Background: an optimization exercise with open tools, aiming at small area. Do not read the settings as production practice.
Only simulation tests tie the RTL to the original design; equivalence was not proved.
Power figures rest on the tool's default switching activity, not on a simulated workload.

## v17
// systolic_ctrl
module systolic_ctrl #(
  parameter int unsigned WIDTH       = 16,
  parameter int unsigned MAX_LENGTH  = 64,
  parameter int unsigned NUM_UNITS   = 64,
  parameter int unsigned WDOG_CYCLES = 1024
) (
  input  logic                                     clk,
  input  logic                                     reset,
  input  logic                                     job_valid,
  output logic                                     job_ready,
  input  logic [$clog2(NUM_UNITS+1)-1:0]           job_rows,
  input  logic [$clog2(MAX_LENGTH)-1:0]            job_length,
  output logic                                     elem_valid,
  output logic [$clog2(MAX_LENGTH)-1:0]            elem_idx,
  output logic                                     arr_start,
  output logic [NUM_UNITS-1:0]                     arr_active_units,
  output logic [$clog2(MAX_LENGTH)-1:0]            arr_length,
  input  logic [NUM_UNITS-1:0]                     arr_done,
  input  logic [NUM_UNITS*WIDTH-1:0]               arr_result,
  output logic                                     res_valid,
  input  logic                                     res_ready,
  output logic [WIDTH-1:0]                         res_data,
  output logic [$clog2(NUM_UNITS)-1:0]             res_index,
  output logic                                     res_last,
  output logic                                     busy,
  output logic                                     err
);
Size: roughly 2200 cells after synthesis, ~1200 I/O pins.
clock: 6.0 ns
lec_check: 0
cap_margin: 20
core_area: 6 6 434 434
die_area: 0 0 440 440
slew_margin: 20
standard.sh (not shown) runs the stock make flow with config.mk's settings and CLKGATE_MAP_FILE= SYNTH_SCRIPT=/design/flow/synth_recipe.tcl, a recipe that flattens the netlist after the stock synthesis.
==> flow/flow/run.sh <==
#!/bin/bash
# Standard ORFS layout (the standard.sh, unchanged synthesis), with the port buffers
# made from the smallest buffer cell instead of the resizer's default choice.
bash standard.sh 'BUFFER_PORTS_ARGS=-buffer_cell sky130_fd_sc_hd__buf_1' finish > standard.log 2>&1
Here is what was changed in the inputs of v39 compared with v17.
Settings: DIE_AREA now 0 0 320 320, was 0 0 440 440; CORE_AREA now 6 6 314 314, was 6 6 434 434.
Notes after the runs:
For v39, the flow was terminated by a tool error in 3_2_place_iop and produced no final design. From v17 to v39 the numbers moved as follows: number of storage elements in the synthesis netlist stayed essentially flat, synthesized-area fraction occupied by xor and xnor cells stayed essentially flat, number of enable flip-flop cells after synthesis stayed essentially flat.

* * *

## job 7068
Another version of the RTL of systolic_ctrl (not shown whole).
Size in the first run: ~1,200 I/O pins, roughly 39,000 µm² of cells after synthesis.
==> flow/design.v (excerpt) <==
module systolic_ctrl #(
  parameter int unsigned WIDTH       = 16,
  parameter int unsigned MAX_LENGTH  = 64,
  parameter int unsigned NUM_UNITS   = 64,
  parameter int unsigned WDOG_CYCLES = 1024
) (
  input  logic                                     clk,
  input  logic                                     reset,
  input  logic                                     job_valid,
  output logic                                     job_ready,
  input  logic [$clog2(NUM_UNITS+1)-1:0]           job_rows,
  input  logic [$clog2(MAX_LENGTH)-1:0]            job_length,
  output logic                                     elem_valid,
  output logic [$clog2(MAX_LENGTH)-1:0]            elem_idx,
  output logic                                     arr_start,
  output logic [NUM_UNITS-1:0]                     arr_active_units,
  output logic [$clog2(MAX_LENGTH)-1:0]            arr_length,
  input  logic [NUM_UNITS-1:0]                     arr_done,
  input  logic [NUM_UNITS*WIDTH-1:0]               arr_result,
  output logic                                     res_valid,
  input  logic                                     res_ready,
  output logic [WIDTH-1:0]                         res_data,
  output logic [$clog2(NUM_UNITS)-1:0]             res_index,
  output logic                                     res_last,
  output logic                                     busy,
  output logic                                     err
);
clock: 6.0 ns
lec_check: 0
cap_margin: 20
core_area: 6 6 434 434
die_area: 0 0 440 440
place_density: 0.9
setup_slack_margin: 0.25
slew_margin: 35
==> flow/flow/run.sh <==
#!/bin/bash
# Standard ORFS layout (the standard.sh, unchanged synthesis), with
#  - port buffers made from the smallest buffer cell,
#  - a clock tree of clkbuf_8 leaves (clkbuf_16 root) with larger sink clusters and
#    no dummy balancing loads.
CTS="-sink_clustering_enable -repair_clock_nets -dont_use_dummy_load"
CTS="$CTS -buf_list sky130_fd_sc_hd__clkbuf_8 -root_buf sky130_fd_sc_hd__clkbuf_16"
CTS="$CTS -sink_clustering_size 16 -sink_clustering_max_diameter 50"
bash standard.sh \
  'BUFFER_PORTS_ARGS=-buffer_cell sky130_fd_sc_hd__buf_1' \
  "CTS_ARGS=$CTS" \
  finish > standard.log 2>&1
Job 7068 was carried through to the last stage, and its layout satisfied the timing, DRC and antenna checks.
What job 7015 does differently from job 7068 at the input level:
# job 7068
export LEC_CHECK = 0
export CAP_MARGIN = 20
export CORE_AREA = 6 6 434 434
export DIE_AREA = 0 0 440 440
export PLACE_DENSITY = 0.9
export SETUP_SLACK_MARGIN = 0.25
export SLEW_MARGIN = 35
create_clock -name core_clock -period 6.0 [get_ports {clk}]
# job 7015
export LEC_CHECK = 0
export CAP_MARGIN = 20
export CORE_AREA = 6 6 314 314
export DIE_AREA = 0 0 320 320
export SETUP_SLACK_MARGIN = 0.25
export SLEW_MARGIN = 35
create_clock -name core_clock -period 6.0 [get_ports {clk}]
--- a/flow/flow/run.sh
+++ b/flow/flow/run.sh
@@ -3,0 +4 @@
+#  - pins allowed one routing track apart, so that a smaller die holds all 1210 ports,
@@ -10,0 +12 @@
+  'PLACE_PINS_ARGS=-min_distance 1 -min_distance_in_tracks' \
## What came out
Going from job 7068 to job 7015, final cell count -about 18%, share of the clock period used by the worst path after layout saw an increase, internal power contribution has decreased, number of nets with antenna violations after detailed routing held, number of placed instances with taps included now smaller.
Cell area was lower in the run labelled job 7015.
From job 7068 to job 7015 the numbers moved as follows: placer congestion estimate moved down, die area moved down.
From job 7068 to job 7015 the numbers moved as follows: number of fillers in the final layout decreased 10,300; fmax decreased 0.45%.
Here is what was changed in the inputs of job 9010 compared with job 7015.
# job 7015
export LEC_CHECK = 0
export CAP_MARGIN = 20
export CORE_AREA = 6 6 314 314
export DIE_AREA = 0 0 320 320
export SETUP_SLACK_MARGIN = 0.25
export SLEW_MARGIN = 35
create_clock -name core_clock -period 6.0 [get_ports {clk}]
# job 9010
export LEC_CHECK = 0
export CAP_MARGIN = 20
export CORE_AREA = 6 6 434 434
export DIE_AREA = 0 0 440 440
export SETUP_SLACK_MARGIN = 0.25
export SLEW_MARGIN = 35
create_clock -name core_clock -period 6.0 [get_ports {clk}]
--- a/flow/flow/run.sh
+++ b/flow/flow/run.sh
@@ -4 +3,0 @@
-#  - pins allowed one routing track apart, so that a smaller die holds all 1210 ports,
@@ -12 +10,0 @@
-  'PLACE_PINS_ARGS=-min_distance 1 -min_distance_in_tracks' \
==> comparison <==
Timing, DRC, antenna: 0 failures across job 9010 and job 7015
The wire length number comes out higher for job 9010 vs job 7015.
Job 7015 -> job 9010: maximum operating frequency flat
Comparing the two runs side by side, job 9010 comes out ahead of job 7015 on normalized max-slew margin.
Modified inputs, job 4736 compared to job 9010
# job 9010
export LEC_CHECK = 0
export CAP_MARGIN = 20
export CORE_AREA = 6 6 434 434
export DIE_AREA = 0 0 440 440
export SETUP_SLACK_MARGIN = 0.25
export SLEW_MARGIN = 35
create_clock -name core_clock -period 6.0 [get_ports {clk}]
# job 4736
export LEC_CHECK = 0
export CAP_MARGIN = 20
export CORE_AREA = 6 6 434 434
export DIE_AREA = 0 0 440 440
export SLEW_MARGIN = 20
create_clock -name core_clock -period 6.0 [get_ports {clk}]
--- a/flow/flow/run.sh
+++ b/flow/flow/run.sh
@@ -8 +8 @@
-CTS="$CTS -sink_clustering_size 16 -sink_clustering_max_diameter 50"
+CTS="$CTS -sink_clustering_size 18 -sink_clustering_max_diameter 60"
## What came out
Every stage of job 4736 finished as expected; the final checks, on the other hand, flagged setup timing, which means the layout fails. From job 9010 to job 4736 the numbers moved as follows: design area went down by 570 µm²; portion of total power attributed to the clock network moved down; clock skew about even. Job 4736 ends up with lower maximum vdd ir drop than job 9010 does. In the tables for job 9010 and job 4736, met1 wire length reads higher with job 9010. Job 4736 against job 9010: final setup slack of the worst path went down by 0.19 ns; logic gate share of total power higher.
#### Input delta (job 9894 over job 4736)
# job 4736
export LEC_CHECK = 0
export CAP_MARGIN = 20
export CORE_AREA = 6 6 434 434
export DIE_AREA = 0 0 440 440
export SLEW_MARGIN = 20
create_clock -name core_clock -period 6.0 [get_ports {clk}]
# job 9894
export LEC_CHECK = 0
export CAP_MARGIN = 20
export CORE_AREA = 6 6 434 434
export DIE_AREA = 0 0 440 440
export PLACE_DENSITY = 0.75
export SETUP_SLACK_MARGIN = 0.25
export SLEW_MARGIN = 35
create_clock -name core_clock -period 6.0 [get_ports {clk}]
--- a/flow/flow/run.sh
+++ b/flow/flow/run.sh
@@ -8 +8 @@
-CTS="$CTS -sink_clustering_size 18 -sink_clustering_max_diameter 60"
+CTS="$CTS -sink_clustering_size 16 -sink_clustering_max_diameter 50"
--- outcome ---
Job 9894 reached the final stage; the timing, DRC and antenna checks on its layout passed.
Job 9894 against job 4736; power attributed to combinational cells is up by a few percent.
Overall power, job 9894 and job 4736: larger value in job 9894
Job 9894 vs. job 4736: smallest setup slack after layout rose 0.16 ns; weighted congestion at the end of routability-driven global placement now larger.
Total global-route track usage: job 9894 > job 4736
Of job 9894 and job 4736, the run reporting the lower final wirelength was job 4736.
The lower first-pass detailed-route iteration total of job 9894 and job 4736 is in job 9894.
Of job 9894 and job 4736, it is job 9894 that has the lower flip-flop and latch share of the layout cell area.
Relative to job 9894, the following input files were edited for job 135:
# job 9894
export LEC_CHECK = 0
export CAP_MARGIN = 20
export CORE_AREA = 6 6 434 434
export DIE_AREA = 0 0 440 440
export PLACE_DENSITY = 0.75
export SETUP_SLACK_MARGIN = 0.25
export SLEW_MARGIN = 35
create_clock -name core_clock -period 6.0 [get_ports {clk}]
# job 135
export LEC_CHECK = 0
export CAP_MARGIN = 20
export CORE_AREA = 6 6 314 314
export DIE_AREA = 0 0 320 320
export SETUP_SLACK_MARGIN = 0.25
export SLEW_MARGIN = 35
create_clock -name core_clock -period 6.0 [get_ports {clk}]
--- a/flow/flow/run.sh
+++ b/flow/flow/run.sh
@@ -3,0 +4 @@
+#  - pins allowed one routing track apart, so that a smaller die holds all 1210 ports,
@@ -8 +9 @@
-CTS="$CTS -sink_clustering_size 16 -sink_clustering_max_diameter 50"
+CTS="$CTS -sink_clustering_size 18 -sink_clustering_max_diameter 60"
@@ -10,0 +12 @@
+  'PLACE_PINS_ARGS=-min_distance 1 -min_distance_in_tracks' \
--- outcome ---
Area: job 135 vs job 9894 -> job 135 smaller. Job 135 vs job 9894: utilization up in job 135. Per the comparison of job 135 with job 9894, part of the total power dissipated in combinational logic now smaller; overall power consumption now smaller; post-route minimum period went down by 0.083 ns; total die area went down 91,000 µm².

==> static timing again, ports no longer ideal <==
The results above use ideal ports. As a check the final layouts listed here were re-extracted and re-timed, cells and wires unchanged. Step 1 assumes that a clkbuf_16 drives the clock port and a buf_2 every other input. Step 2, shift: input delay + t, output delay - t, t = (earliest + latest rising clock arrival at the registers) / 2. This alone moves slack from input paths to output paths. a / b / c = no drivers / after step 1 / after step 2; a / b = the first two.
run | t, ns | slack for setup (ns) | worst register clock-pin slew, ns | worst slew at a driven data input, ns | pins driven straight from the clock port
v17 | 0.848 | 0.104 / 0.028 / 0.876 | 0.07 / 0.07 | 0.35 | 1
job 7068 | 0.768 | 0.188 / 0.118 / 0.886 | 0.11 / 0.11 | 0.38 | 1
job 7015 | 0.734 | 0.162 / 0.087 / 0.821 | 0.10 / 0.10 | 0.23 | 1
job 9010 | 0.768 | 0.178 / 0.104 / 0.872 | 0.10 / 0.10 | 0.29 | 1
job 4736 | 0.748 | -0.009 / -0.087 / 0.661 | 0.12 / 0.12 | 0.30 | 1
job 9894 | 0.763 | 0.147 / 0.073 / 0.836 | 0.11 / 0.11 | 0.33 | 1
job 135 | 0.714 | 0.230 / 0.152 / 0.866 | 0.12 / 0.12 | 0.24 | 1
